This is an optimization exercise on Yosys and OpenROAD, whose aim is small area, not a production implementation.
The RTL was checked by simulation tests, not by an equivalence proof against the original design.

==> tundra: inputs <==
==> flow/design.v <==
`timescale 1ns/1ps
module conv_in_top (
	input  logic                        clk,
	input  logic                        rst_n,
	input  logic                        enable,
	input  logic [1:0]                  cmd,
	input  logic [32-1:0]  pixel_in,
	output logic [1:0]                  ack,
	output logic [8-1:0] rom_addr,
	output logic [(2 + 6 * 32)-1:0]        window
);
	localparam int PW = 32;
	localparam int NP = 3 * 8;
	localparam logic [1:0] M_IDLE = 2'd0;
	localparam logic [1:0] M_PRE = 2'd1;
	localparam logic [1:0] M_SHIFT = 2'd2;
	localparam logic [1:0] M_LOAD = 2'd3;
	logic [1:0] mode;
	logic [3:0] cnt;
	logic [2:0] row_ok;
	logic bias_q;
	logic [1:0] nrows;
	logic [NP*PW-1:0] pix;
	logic idle;
	logic fetch;
	logic rotate;
	logic [2:0] show;
	assign idle = (mode == M_IDLE);
	assign row_ok = {nrows != 2'd0, nrows[1], nrows == 2'd3};
	assign bias_q = (ack == 2'd2);
	assign fetch = (mode == M_PRE) || (mode == M_LOAD);
	assign rotate = (mode == M_SHIFT) && (cnt != 4'd0) && (cnt != 4'd9);
	always_ff @(posedge clk or negedge rst_n) begin
		if (!rst_n) begin
			mode <= M_IDLE;
			cnt <= '0;
			nrows <= '0;
			ack <= 2'd0;
			rom_addr <= '0;
		end else if (enable) begin
			ack <= 2'd0;
			cnt <= cnt + 4'd1;
			case (mode)
				M_IDLE: begin
					cnt <= '0;
					case (cmd)
						2'd1: begin
							mode <= M_PRE;
							rom_addr <= '0;
							nrows <= 2'd3;
						end
						2'd3: begin
							mode <= M_LOAD;
							if (nrows != 2'd3) nrows <= nrows + 2'd1;
						end
						2'd2: mode <= M_SHIFT;
						default: ;
					endcase
				end
				M_PRE: begin
					rom_addr <= rom_addr + 1'b1;
					if (rom_addr == 8'd23) begin
						mode <= M_IDLE;
						ack <= 2'd1;
					end
				end
				M_LOAD: begin
					rom_addr <= rom_addr + 1'b1;
					if (cnt == 4'd7) begin
						mode <= M_IDLE;
						ack <= 2'd3;
					end
				end
				default: begin
					if (cnt == 4'd9) begin
						mode <= M_IDLE;
						ack <= 2'd2;
					end
				end
			endcase
		end
	end
	always_ff @(posedge clk) begin
		if (enable) begin
			for (int i = 0; i < NP; i++) begin
				if (i % 8 != 8 - 1) begin
					if (fetch || rotate) pix[i*PW +: PW] <= pix[(i+1)*PW +: PW];
				end else if (fetch) begin
					if (i == NP - 1) pix[i*PW +: PW] <= pixel_in;
					else if (i == 2*8 - 1) pix[i*PW +: PW] <= ~pix[(i+1)*PW +: PW];
					else pix[i*PW +: PW] <= pix[(i+1)*PW +: PW];
				end else if (rotate) begin
					pix[i*PW +: PW] <= pix[(i-8+1)*PW +: PW];
				end
			end
		end
	end
	assign show[0] = (mode == M_SHIFT) && (cnt >= 4'd1) && (cnt <= 4'd3) && row_ok[0];
	assign show[1] = (mode == M_SHIFT) && (cnt >= 4'd4) && (cnt <= 4'd6) && row_ok[1];
	assign show[2] = (mode == M_SHIFT) && (cnt >= 4'd7) && (cnt <= 4'd9) && row_ok[2];
	assign window[(2 + 6 * 32)-1] = (mode == M_SHIFT) && (cnt != 4'd0);
	assign window[(2 + 6 * 32)-2] = bias_q;
	for (genvar j = 0; j < 6; j++) begin : g_lane
		assign window[j*PW +: PW] = ({PW{bias_q}} & 32'h3F800000)
			| ({PW{show[0]}} & ~pix[(0*8 + j)*PW +: PW])
			| ({PW{show[1]}} & ~pix[(1*8 + (j + 5) % 8)*PW +: PW])
			| ({PW{show[2]}} & pix[(2*8 + (j + 2) % 8)*PW +: PW]);
	end
endmodule
==> flow/flow/run.sh <==
#!/bin/bash
# Standard ORFS layout with three changes: ABC maps for area only, the port
# buffers are the smallest buffer cell, and clock tree synthesis clusters
# more sinks per buffer and adds no dummy loads. The make output goes to
# flow_make.log here; each ORFS step keeps its own log under orfs/logs/.
set -euo pipefail
export FLOW_WORK=$PWD
export FLOW_ABC_SCRIPT=$PWD/flow/abc_min_area.script
bash standard.sh \
	"SYNTH_SCRIPT=$PWD/flow/synth_min_area.tcl" \
	"BUFFER_PORTS_ARGS=-buffer_cell sky130_fd_sc_hd__buf_1" \
	"CTS_ARGS=-sink_clustering_enable -repair_clock_nets -dont_use_dummy_load -buf_list sky130_fd_sc_hd__clkbuf_4 -sink_clustering_size 11 -sink_clustering_max_diameter 38" \
	finish > flow_make.log 2>&1
==> flow/flow/abc_min_area.script <==
strash
dch -f
amap
==> flow/flow/synth_min_area.tcl <==
# The standard synthesis (synth_recipe.tcl in the work folder), except that
# ABC maps the logic with flow/abc_min_area.script, an area-only mapping.
proc abc {args} {
  set i [lsearch -exact $args -script]
  if { $i >= 0 } {
    lset args [expr { $i + 1 }] $::env(FLOW_ABC_SCRIPT)
  }
  yosys abc {*}$args
}
source $::env(FLOW_WORK)/synth_recipe.tcl
==> flow/standard.sh <==
#!/bin/bash
# synth_recipe.tcl (not shown) runs the flow's synth.tcl, then flattens the netlist and writes it again
# the make line also repeats each setting of config.mk as NAME=value (left out here)
make -C /OpenROAD-flow-scripts/flow DESIGN_CONFIG=/design/flow/config.mk WORK_HOME=/design/flow/orfs CLKGATE_MAP_FILE= SYNTH_SCRIPT=/design/flow/synth_recipe.tcl "${@:-finish}"
==> flow/config.mk <==
export PLATFORM = sky130hd
export DESIGN_NAME = conv_in_top
export DESIGN_NICKNAME = conv_in_top
export VERILOG_FILES = /design/flow/design.v
export SDC_FILE = /design/flow/constraint.sdc
export NUM_CORES = 4
export LEC_CHECK = 0
export CAP_MARGIN = 20
export CORE_MARGIN = 2
export CORE_UTILIZATION = 75
export SLEW_MARGIN = 20
==> flow/constraint.sdc <==
create_clock -name core_clock -period 5.0 [get_ports {clk}]
set_input_delay 1.0000 -clock core_clock [delete_from_list [all_inputs] [get_ports {clk}]]
set_output_delay 1.0000 -clock core_clock [all_outputs]
set_load 0.01 [all_outputs]
==> sierra (differences from tundra) <==
--- a/flow/design.v
+++ b/flow/design.v
@@ -21,3 +21,2 @@
 	logic bias_q;
-	logic [1:0] nrows;
 	logic [NP*PW-1:0] pix;
@@ -28,4 +27,2 @@
 	assign idle = (mode == M_IDLE);
-	assign row_ok = {nrows != 2'd0, nrows[1], nrows == 2'd3};
-	assign bias_q = (ack == 2'd2);
 	assign fetch = (mode == M_PRE) || (mode == M_LOAD);
@@ -36,3 +33,4 @@
 			cnt <= '0;
-			nrows <= '0;
+			row_ok <= '0;
+			bias_q <= 1'b0;
 			ack <= 2'd0;
@@ -41,2 +39,3 @@
 			ack <= 2'd0;
+			bias_q <= 1'b0;
 			cnt <= cnt + 4'd1;
@@ -49,3 +48,3 @@
 							rom_addr <= '0;
-							nrows <= 2'd3;
+							row_ok <= 3'b111;
 						end
@@ -53,3 +52,3 @@
 							mode <= M_LOAD;
-							if (nrows != 2'd3) nrows <= nrows + 2'd1;
+							row_ok <= {1'b1, row_ok[2:1]};
 						end
@@ -77,2 +76,3 @@
 						ack <= 2'd2;
+						bias_q <= 1'b1;
 					end
--- a/flow/flow/run.sh
+++ b/flow/flow/run.sh
@@ -11,3 +11,3 @@
 	"BUFFER_PORTS_ARGS=-buffer_cell sky130_fd_sc_hd__buf_1" \
-	"CTS_ARGS=-sink_clustering_enable -repair_clock_nets -dont_use_dummy_load -buf_list sky130_fd_sc_hd__clkbuf_4 -sink_clustering_size 11 -sink_clustering_max_diameter 38" \
+	"CTS_ARGS=-sink_clustering_enable -repair_clock_nets -dont_use_dummy_load -buf_list sky130_fd_sc_hd__clkbuf_8" \
 	finish > flow_make.log 2>&1
==> garnet (differences from tundra) <==
--- a/flow/design.v
+++ b/flow/design.v
@@ -21,3 +21,2 @@
 	logic bias_q;
-	logic [1:0] nrows;
 	logic [NP*PW-1:0] pix;
@@ -28,4 +27,2 @@
 	assign idle = (mode == M_IDLE);
-	assign row_ok = {nrows != 2'd0, nrows[1], nrows == 2'd3};
-	assign bias_q = (ack == 2'd2);
 	assign fetch = (mode == M_PRE) || (mode == M_LOAD);
@@ -36,3 +33,4 @@
 			cnt <= '0;
-			nrows <= '0;
+			row_ok <= '0;
+			bias_q <= 1'b0;
 			ack <= 2'd0;
@@ -41,2 +39,3 @@
 			ack <= 2'd0;
+			bias_q <= 1'b0;
 			cnt <= cnt + 4'd1;
@@ -49,3 +48,3 @@
 							rom_addr <= '0;
-							nrows <= 2'd3;
+							row_ok <= 3'b111;
 						end
@@ -53,3 +52,3 @@
 							mode <= M_LOAD;
-							if (nrows != 2'd3) nrows <= nrows + 2'd1;
+							row_ok <= {1'b1, row_ok[2:1]};
 						end
@@ -77,2 +76,3 @@
 						ack <= 2'd2;
+						bias_q <= 1'b1;
 					end
@@ -88,5 +88,3 @@
 				end else if (fetch) begin
-					if (i == NP - 1) pix[i*PW +: PW] <= pixel_in;
-					else if (i == 2*8 - 1) pix[i*PW +: PW] <= ~pix[(i+1)*PW +: PW];
-					else pix[i*PW +: PW] <= pix[(i+1)*PW +: PW];
+					pix[i*PW +: PW] <= (i == NP - 1) ? pixel_in : pix[(i+1)*PW +: PW];
 				end else if (rotate) begin
@@ -104,4 +102,4 @@
 		assign window[j*PW +: PW] = ({PW{bias_q}} & 32'h3F800000)
-			| ({PW{show[0]}} & ~pix[(0*8 + j)*PW +: PW])
-			| ({PW{show[1]}} & ~pix[(1*8 + (j + 5) % 8)*PW +: PW])
+			| ({PW{show[0]}} & pix[(0*8 + j)*PW +: PW])
+			| ({PW{show[1]}} & pix[(1*8 + (j + 5) % 8)*PW +: PW])
 			| ({PW{show[2]}} & pix[(2*8 + (j + 2) % 8)*PW +: PW]);
--- a/flow/flow/run.sh
+++ b/flow/flow/run.sh
@@ -11,3 +11,3 @@
 	"BUFFER_PORTS_ARGS=-buffer_cell sky130_fd_sc_hd__buf_1" \
-	"CTS_ARGS=-sink_clustering_enable -repair_clock_nets -dont_use_dummy_load -buf_list sky130_fd_sc_hd__clkbuf_4 -sink_clustering_size 11 -sink_clustering_max_diameter 38" \
+	"CTS_ARGS=-sink_clustering_enable -repair_clock_nets -dont_use_dummy_load -buf_list sky130_fd_sc_hd__clkbuf_8 -sink_clustering_size 16 -sink_clustering_max_diameter 50" \
 	finish > flow_make.log 2>&1
CORE_UTILIZATION = 60   (was 75)
==> quartz (differences from tundra) <==
--- a/flow/design.v
+++ b/flow/design.v
@@ -21,3 +21,2 @@
 	logic bias_q;
-	logic [1:0] nrows;
 	logic [NP*PW-1:0] pix;
@@ -28,4 +27,2 @@
 	assign idle = (mode == M_IDLE);
-	assign row_ok = {nrows != 2'd0, nrows[1], nrows == 2'd3};
-	assign bias_q = (ack == 2'd2);
 	assign fetch = (mode == M_PRE) || (mode == M_LOAD);
@@ -36,3 +33,4 @@
 			cnt <= '0;
-			nrows <= '0;
+			row_ok <= '0;
+			bias_q <= 1'b0;
 			ack <= 2'd0;
@@ -41,2 +39,3 @@
 			ack <= 2'd0;
+			bias_q <= 1'b0;
 			cnt <= cnt + 4'd1;
@@ -49,3 +48,3 @@
 							rom_addr <= '0;
-							nrows <= 2'd3;
+							row_ok <= 3'b111;
 						end
@@ -53,3 +52,3 @@
 							mode <= M_LOAD;
-							if (nrows != 2'd3) nrows <= nrows + 2'd1;
+							row_ok <= {1'b1, row_ok[2:1]};
 						end
@@ -77,2 +76,3 @@
 						ack <= 2'd2;
+						bias_q <= 1'b1;
 					end
@@ -88,5 +88,3 @@
 				end else if (fetch) begin
-					if (i == NP - 1) pix[i*PW +: PW] <= pixel_in;
-					else if (i == 2*8 - 1) pix[i*PW +: PW] <= ~pix[(i+1)*PW +: PW];
-					else pix[i*PW +: PW] <= pix[(i+1)*PW +: PW];
+					pix[i*PW +: PW] <= (i == NP - 1) ? pixel_in : pix[(i+1)*PW +: PW];
 				end else if (rotate) begin
@@ -104,4 +102,4 @@
 		assign window[j*PW +: PW] = ({PW{bias_q}} & 32'h3F800000)
-			| ({PW{show[0]}} & ~pix[(0*8 + j)*PW +: PW])
-			| ({PW{show[1]}} & ~pix[(1*8 + (j + 5) % 8)*PW +: PW])
+			| ({PW{show[0]}} & pix[(0*8 + j)*PW +: PW])
+			| ({PW{show[1]}} & pix[(1*8 + (j + 5) % 8)*PW +: PW])
 			| ({PW{show[2]}} & pix[(2*8 + (j + 2) % 8)*PW +: PW]);
==> flow/run.sh (new file) <==
#!/bin/bash
# synth_recipe.tcl (not shown) runs the flow's synth.tcl, then flattens the netlist and writes it again
# the make line also repeats each setting of config.mk as NAME=value (left out here)
make -C /OpenROAD-flow-scripts/flow DESIGN_CONFIG=/design/flow/config.mk WORK_HOME=/design/flow/orfs CLKGATE_MAP_FILE= SYNTH_SCRIPT=/design/flow/synth_recipe.tcl finish
CORE_UTILIZATION = 55   (was 75)
CTS_BUF_LIST = sky130_fd_sc_hd__clkbuf_4   (was not set)
removed: flow/flow/run.sh
removed: flow/flow/abc_min_area.script
removed: flow/flow/synth_min_area.tcl
removed: flow/standard.sh
==> qor.tcl <==
set qor(cp.depth) 9
set qor(clock_area_share_pct) 2.708
set qor(synth.cells.most_frequent) {768 x sky130_fd_sc_hd__edfxtp_1, 182 x sky130_fd_sc_hd__clkinv_1, 150 x sky130_fd_sc_hd__a222oi_1}
set qor(asyncSetResetFlopFracSynth_pct) 2.538
set qor(run_status) {no timing/DRC/antenna violations}
set qor(internal-power_mw) 13.03
set qor(first_pass_iters) 7
set qor(fraction_of_layout_instances_using_a_drive_strength_above_1_pct) 6.946
set qor(power.static_leakage_nw) 10.13
set qor(fraction_of_area_in_multi_input_gates_pct) 11.81
set qor(die_span_y_um) 219.4
set qor(hp-class) {in -> async}
set qor(cp_cell_sequence) {clkinv_1 -> nand2_1 -> nor2_1 -> a2111oi_4 -> buf_12 -> buf_4 -> a222oi_1 -> clkinv_1 -> buf_1}
set qor(path_delay_family) {buffers and inverters}
set qor(first_global_vias) 14370
set qor(global_route.usage.met3_pct) 4.144
set qor(n_all_inverters) 182
set qor(timing.critical_path.arrival_ns) 3.45
[end of results for garnet]
==> qor.tcl <==
set qor(cp.depth) 8
set qor(run_status) {no timing/DRC/antenna violations}
set qor(fraction_of_area_in_multi_input_gates_pct) 14.32
set qor(first_global_vias) 16000
set qor(first_pass_iters) 5
set qor(n_all_inverters) 201
set qor(clock_area_share_pct) 7.087
set qor(critical_path.endpoint) {window[25]}
set qor(synth.cells.most_frequent) {768 x sky130_fd_sc_hd__edfxtp_1, 200 x sky130_fd_sc_hd__inv_1, 100 x sky130_fd_sc_hd__o21ai_2}
set qor(asyncSetResetFlopFracSynth_pct) 2.538
set qor(fraction_of_layout_instances_using_a_drive_strength_above_1_pct) 29.77
set qor(die_span_y_um) 237.7
set qor(path_delay_family) {buffers and inverters}
set qor(cp_cell_sequence) {inv_1 -> ha_1 -> nor2_1 -> nor3b_1 -> o211ai_4 -> buf_4 -> o21ai_0 -> clkdlybuf4s50_1}
set qor(power.static_leakage_nw) 12.76
set qor(timing.critical_path.arrival_ns) 3.67
set qor(hp-class) {reg -> reg}
[end of results for quartz]
==> qor.tcl <==
set qor(fraction_of_area_in_multi_input_gates_pct) 12.59
set qor(place_inst) 2200
set qor(clock_area_share_pct) 5.105
set qor(run_status) {no timing/DRC/antenna violations}
set qor(die_span_y_um) 195.8
set qor(first_pass_iters) 5
set qor(timing.critical_path.arrival_ns) 3.38
set qor(clockBufferDepth) 3
set qor(asyncSetResetFlopFracSynth_pct) 2.538
set qor(hp-class) {in -> async}
set qor(fraction_of_layout_instances_using_a_drive_strength_above_1_pct) 7.905
set qor(path_delay_family) {simple AND/OR/NAND/NOR gates}
set qor(critPathMaxFanout) 71
set qor(internal-power_mw) 13.49
set qor(cp.depth) 9
set qor(n_all_inverters) 48
[end of results for sierra]
==> qor.tcl <==
set qor(run_status) {no timing/DRC/antenna violations}
set qor(fraction_of_area_in_multi_input_gates_pct) 12.95
set qor(cp.depth) 6
set qor(path_delay_family) {compound AO/OA/AOI/OAI gates}
set qor(clock_area_share_pct) 2.319
set qor(die_span_y_um) 195.5
set qor(n_all_inverters) 43
set qor(cp_cell_sequence) {clkinv_16 -> nand2_8 -> a2111o_2 -> buf_16 -> o221ai_1 -> buf_1}
set qor(power.static_leakage_nw) 9.344
set qor(timing.critical_path.arrival_ns) 3.71
set qor(internal-power_mw) 11.33
set qor(fraction_of_layout_instances_using_a_drive_strength_above_1_pct) 6.813
set qor(first_pass_iters) 6
set qor(global_route.usage.met3_pct) 7.945
set qor(asyncSetResetFlopFracSynth_pct) 2.290
set qor(hp-class) {in -> async}
[end of results for tundra]

static timing again, ports no longer ideal:
The results above use ideal ports. As a check the final layouts listed here were re-extracted and re-timed, cells and wires unchanged. Step 1 sets driving cells, clkbuf_16 on the clock port and buf_2 on the other inputs (assumed; they add their load-dependent delay and slew). Step 2 moves the port delays by t, midway between the first and last clock arrival at a register: inputs arrive t later, outputs are due t later. That takes back most of the time a late clock gives input paths. a / b / c = ideal / step 1 / step 2; a / b = the first two.
run	t (ns)	slack for setup (ns)	hold WS [ns]	worst setup path after step 2	cell pins on the clock port's net
tundra	0.828	0.294 / 0.240 / 1.068	0.103 / 0.074 / 0.378	register to output	1
sierra	0.711	0.625 / 0.575 / 1.286	0.300 / 0.273 / 0.370	register to output	1
garnet	0.717	0.551 / 0.498 / 1.215	0.271 / 0.243 / 0.373	register to output	1
quartz	1.022	0.335 / 0.278 / 1.240	0.401 / 0.401 / 0.401	input to register	1
After both steps every run listed still meets setup and hold.
